This is an optimization exercise on Yosys and OpenROAD, whose aim is small area, a short achievable clock period and few clock cycles, not a production implementation. In this exercise RTL edits were held to simulation tests only and were not proved equivalent to the original.

==> flow/design.v <==
package slp_pkg;
  localparam logic [1:0] KIND_INSERT = 2'd0;
  localparam logic [1:0] KIND_DELETE = 2'd1;
  localparam logic [1:0] KIND_SHOW   = 2'd2;
  localparam logic [1:0] STATUS_DONE  = 2'd0;
  localparam logic [1:0] STATUS_FULL  = 2'd1;
  localparam logic [1:0] STATUS_EMPTY = 2'd2;
endpackage
module sorted_list_pool (
  input  logic        clk_i,
  input  logic        rst_ni,
  input  logic        start,
  input  logic [1:0]  in_kind,
  input  logic [31:0] in_value,
  output logic        busy,
  output logic        res_valid_o,
  output logic [1:0]  res_status,
  output logic [3:0]  res_slot,
  output logic [31:0] res_entry_value,
  output logic [4:0]  res_removed,
  output logic        res_last
);
  localparam int N = 16;
  function automatic logic sge(input logic [31:0] a, input logic [31:0] b);
    sge = $signed(a) >= $signed(b);
  endfunction
  function automatic logic [3:0] therm4(input logic [N-1:0] x);
    logic [3:0] t [2*N];
    for (int i = 0; i < N; i++) t[N+i] = {3'b000, x[i]};
    for (int i = N - 1; i >= 1; i--) begin
      for (int k = 0; k < 4; k++) begin
        t[i][k] = t[2*i][k] | t[2*i+1][k];
        for (int j = 0; j < k; j++) t[i][k] = t[i][k] | (t[2*i][j] & t[2*i+1][k-1-j]);
      end
    end
    therm4 = t[1];
  endfunction
  function automatic logic [2:0] popcnt4(input logic [3:0] x);
    popcnt4 = {2'b00, x[0]} + {2'b00, x[1]} + {2'b00, x[2]} + {2'b00, x[3]};
  endfunction
  function automatic logic [N-1:0] low_free(input logic [N-1:0] used);
    logic all_below;
    all_below = 1'b1;
    for (int i = 0; i < N; i++) begin
      low_free[i] = ~used[i] & all_below;
      all_below   = all_below & used[i];
    end
  endfunction
  logic          busy_q;
  logic          accept;
  assign accept = start && !busy_q;
  logic [N-1:0]  used_q, used_d;
  logic [31:0]   val_q [N];
  logic [N*N-1:0] m_q;              
  logic          a_vld_q;
  logic [1:0]    a_kind_q;
  logic [31:0]   a_val_q;
  logic [N-1:0]  ge_a, eq_a;
  for (genvar s = 0; s < N; s++) begin : g_cmp
    assign ge_a[s] = sge(val_q[s], a_val_q);
    assign eq_a[s] = (val_q[s] == a_val_q);
  end
  logic [N-1:0]  a_wr;
  assign a_wr = (a_vld_q && (a_kind_q == slp_pkg::KIND_INSERT)) ? low_free(used_d) : '0;
  for (genvar s = 0; s < N; s++) begin : g_val
    always_ff @(posedge clk_i) begin
      if (a_wr[s]) val_q[s] <= a_val_q;
    end
  end
  logic          b_vld_q;
  logic [1:0]    b_kind_q;
  logic [N-1:0]  ge_q, eq_q;        
  logic          shw_act_q;         
  logic [N-1:0]  cur_q;             
  logic is_ins, is_del, is_show, full;
  assign is_ins  = b_vld_q && (b_kind_q == slp_pkg::KIND_INSERT);
  assign is_del  = b_vld_q && (b_kind_q == slp_pkg::KIND_DELETE);
  assign is_show = (b_vld_q && (b_kind_q == slp_pkg::KIND_SHOW)) || shw_act_q;
  assign full    = &used_q;
  logic [N-1:0]  fs_oh;
  assign fs_oh = low_free(used_q);
  logic [N-1:0]  sel;
  always_comb begin
    for (int s = 0; s < N; s++) begin
      sel[s] = cur_q[s];
      for (int t = 0; t < N; t++) begin
        if (t < s) begin
          if (cur_q[t] && m_q[t*N+s]) sel[s] = 1'b0;
        end else if (t > s) begin
          if (cur_q[t] && !m_q[s*N+t]) sel[s] = 1'b0;
        end
      end
    end
  end
  logic [3:0]    cur_th;
  assign cur_th = therm4(cur_q);
  logic [N-1:0]  del_mask;
  assign del_mask = used_q & eq_q;
  always_comb begin
    used_d = used_q;
    if (is_ins)      used_d = used_q | fs_oh;
    else if (is_del) used_d = used_q & ~eq_q;
  end
  logic [3:0]    used_th;
  logic          ge3_next;
  assign used_th  = therm4(used_q);
  assign ge3_next = used_th[2] || (is_ins && used_th[1]);
  logic          shw_more;          
  assign shw_more = is_show && cur_th[1];
  always_ff @(posedge clk_i) begin
    for (int s = 0; s < N; s++) begin
      for (int t = s + 1; t < N; t++) begin
        if (is_ins && fs_oh[s])      m_q[s*N+t] <= ge_q[t];
        else if (is_ins && fs_oh[t]) m_q[s*N+t] <= ~ge_q[s];
      end
    end
  end
  logic          c_vld_q;
  logic [N-1:0]  c_oh_q;            
  logic [1:0]    c_status_q;
  logic          c_last_q;
  logic [2:0]    c_pc_q [4];        
  always_ff @(posedge clk_i or negedge rst_ni) begin
    if (!rst_ni) begin
      used_q    <= '0;
      cur_q     <= '0;
      a_vld_q   <= 1'b0;
      b_vld_q   <= 1'b0;
      shw_act_q <= 1'b0;
      busy_q    <= 1'b0;
      c_vld_q   <= 1'b0;
    end else begin
      used_q    <= used_d;
      cur_q     <= shw_more ? (cur_q & ~sel) : used_d;
      a_vld_q   <= accept;
      b_vld_q   <= a_vld_q;
      shw_act_q <= shw_more;
      busy_q    <= (accept && (in_kind == slp_pkg::KIND_SHOW))
                || (a_vld_q && (a_kind_q == slp_pkg::KIND_SHOW) && ge3_next)
                || (is_show && cur_th[3]);
      c_vld_q   <= b_vld_q || shw_act_q;
    end
  end
  always_ff @(posedge clk_i) begin
    a_kind_q  <= in_kind;
    a_val_q   <= in_value;
    b_kind_q  <= a_kind_q;
    ge_q      <= ge_a;
    eq_q      <= eq_a;
    c_oh_q     <= '0;
    c_status_q <= slp_pkg::STATUS_DONE;
    c_last_q   <= 1'b1;
    for (int i = 0; i < 4; i++) c_pc_q[i] <= '0;
    if (is_ins) begin
      if (full) c_status_q <= slp_pkg::STATUS_FULL;
      else      c_oh_q     <= fs_oh;
    end else if (is_del) begin
      for (int i = 0; i < 4; i++) c_pc_q[i] <= popcnt4(del_mask[4*i +: 4]);
    end else if (is_show) begin
      if (!cur_th[0]) begin
        c_status_q <= slp_pkg::STATUS_EMPTY;
      end else begin
        c_oh_q   <= sel;
        c_last_q <= !cur_th[1];
      end
    end
  end
  logic [31:0]   c_val;
  logic [3:0]    c_slot;
  always_comb begin
    c_val  = '0;
    c_slot = '0;
    for (int s = 0; s < N; s++) begin
      c_val  = c_val  | (c_oh_q[s] ? val_q[s] : 32'd0);
      c_slot = c_slot | (c_oh_q[s] ? 4'(s) : 4'd0);
    end
  end
  logic        out_vld_q;
  logic [1:0]  out_status_q;
  logic [3:0]  out_slot_q;
  logic [31:0] out_val_q;
  logic [4:0]  out_rem_q;
  logic        out_last_q;
  always_ff @(posedge clk_i or negedge rst_ni) begin
    if (!rst_ni) begin
      out_vld_q <= 1'b0;
    end else begin
      out_vld_q <= c_vld_q;
    end
  end
  always_ff @(posedge clk_i) begin
    out_status_q <= c_status_q;
    out_last_q   <= c_last_q;
    out_slot_q   <= c_slot;
    out_val_q    <= c_val;
    out_rem_q    <= ({2'b00, c_pc_q[0]} + {2'b00, c_pc_q[1]})
                  + ({2'b00, c_pc_q[2]} + {2'b00, c_pc_q[3]});
  end
  assign busy            = busy_q;
  assign res_valid_o     = out_vld_q;
  assign res_status      = out_status_q;
  assign res_slot        = out_slot_q;
  assign res_entry_value = out_val_q;
  assign res_removed     = out_rem_q;
  assign res_last        = out_last_q;
endmodule
clock: 8.0 ns
lec_check: 0
cap_margin: 20
core_margin: 2
core_utilization: 30
cts_cluster_diameter: 133
cts_cluster_size: 24
setup_slack_margin: 5
slew_margin: 20
run.sh (not shown) runs the stock make flow with config.mk's settings and CLKGATE_MAP_FILE= SYNTH_SCRIPT=/design/flow/synth_recipe.tcl, a recipe that flattens the netlist after the stock synthesis.
Testbench counts at the start, summed over its fixed seeds: cycles 8,461.
Next try:
--- a/flow/design.v
+++ b/flow/design.v
@@ -71,13 +71,14 @@
   logic [1:0]    b_kind_q;
   logic [N-1:0]  ge_q, eq_q;        
   logic          shw_act_q;         
   logic [N-1:0]  cur_q;             
-  logic is_ins, is_del, is_show, full;
+  logic is_ins, is_del, is_show, full, ins_ok;
   assign is_ins  = b_vld_q && (b_kind_q == slp_pkg::KIND_INSERT);
   assign is_del  = b_vld_q && (b_kind_q == slp_pkg::KIND_DELETE);
   assign is_show = (b_vld_q && (b_kind_q == slp_pkg::KIND_SHOW)) || shw_act_q;
   assign full    = &used_q;
+  assign ins_ok  = is_ins && !full;
   logic [N-1:0]  fs_oh;
   assign fs_oh = low_free(used_q);
   logic [N-1:0]  sel;
   always_comb begin
@@ -97,22 +98,20 @@
   logic [N-1:0]  del_mask;
   assign del_mask = used_q & eq_q;
   always_comb begin
     used_d = used_q;
-    if (is_ins)      used_d = used_q | fs_oh;
+    if (ins_ok)      used_d = used_q | fs_oh;
     else if (is_del) used_d = used_q & ~eq_q;
   end
-  logic [3:0]    used_th;
-  logic          ge3_next;
-  assign used_th  = therm4(used_q);
-  assign ge3_next = used_th[2] || (is_ins && used_th[1]);
+  logic [3:0]    used_d_th;
+  assign used_d_th = therm4(used_d);
   logic          shw_more;          
   assign shw_more = is_show && cur_th[1];
   always_ff @(posedge clk_i) begin
     for (int s = 0; s < N; s++) begin
       for (int t = s + 1; t < N; t++) begin
-        if (is_ins && fs_oh[s])      m_q[s*N+t] <= ge_q[t];
-        else if (is_ins && fs_oh[t]) m_q[s*N+t] <= ~ge_q[s];
+        if (ins_ok && fs_oh[s])      m_q[s*N+t] <= ge_q[t];
+        else if (ins_ok && fs_oh[t]) m_q[s*N+t] <= ~ge_q[s];
       end
     end
   end
   logic          c_vld_q;
@@ -135,9 +134,9 @@
       a_vld_q   <= accept;
       b_vld_q   <= a_vld_q;
       shw_act_q <= shw_more;
       busy_q    <= (accept && (in_kind == slp_pkg::KIND_SHOW))
-                || (a_vld_q && (a_kind_q == slp_pkg::KIND_SHOW) && ge3_next)
+                || (a_vld_q && (a_kind_q == slp_pkg::KIND_SHOW) && used_d_th[2])
                 || (is_show && cur_th[3]);
       c_vld_q   <= b_vld_q || shw_act_q;
     end
   end
Outcome: The new run ran to the end with no violations; hold slack gains 0.0067 ns; routed wire length came out lower by about 4.3%; global-route usage came out lower by 0.91 points; count of clock-buffer cells in the layout came out lower by 4; design area hardly moves; first-iteration DRC count came out lower by about 12%.
Testbench counts after the change, summed over its fixed seeds: cycles 8,461.

## re-timing with driven ports
Ports are ideal in the flow. The routed layouts listed here were re-timed in OpenROAD.
Step 1: set_driving_cell puts a clkbuf_16 on clk_i and a buf_2 on each other input, an assumption about the parent block.
Step 2 times the ports against the registers' clock, not the clock port: input delays grow and output delays shrink by t, the midpoint of the rising clock arrivals with the driver on.
Slacks: ideal ports / drivers / drivers and shift; pairs: ideal ports / drivers.
| run | shift t [ns] | setup WS [ns] | hold WS [ns] |
|---|---|---|---|
| the first run | 0.704 | 4.865 / 4.865 / 4.509 | 0.335 / 0.335 / 0.335 |
| the second run | 0.725 | 4.959 / 4.958 / 4.589 | 0.342 / 0.342 / 0.342 |
After both steps setup and hold are still met in every run listed. For the second run, which loses most, drivers alone change the setup slack by -0.001 ns; drivers and shift together by -0.370 ns.
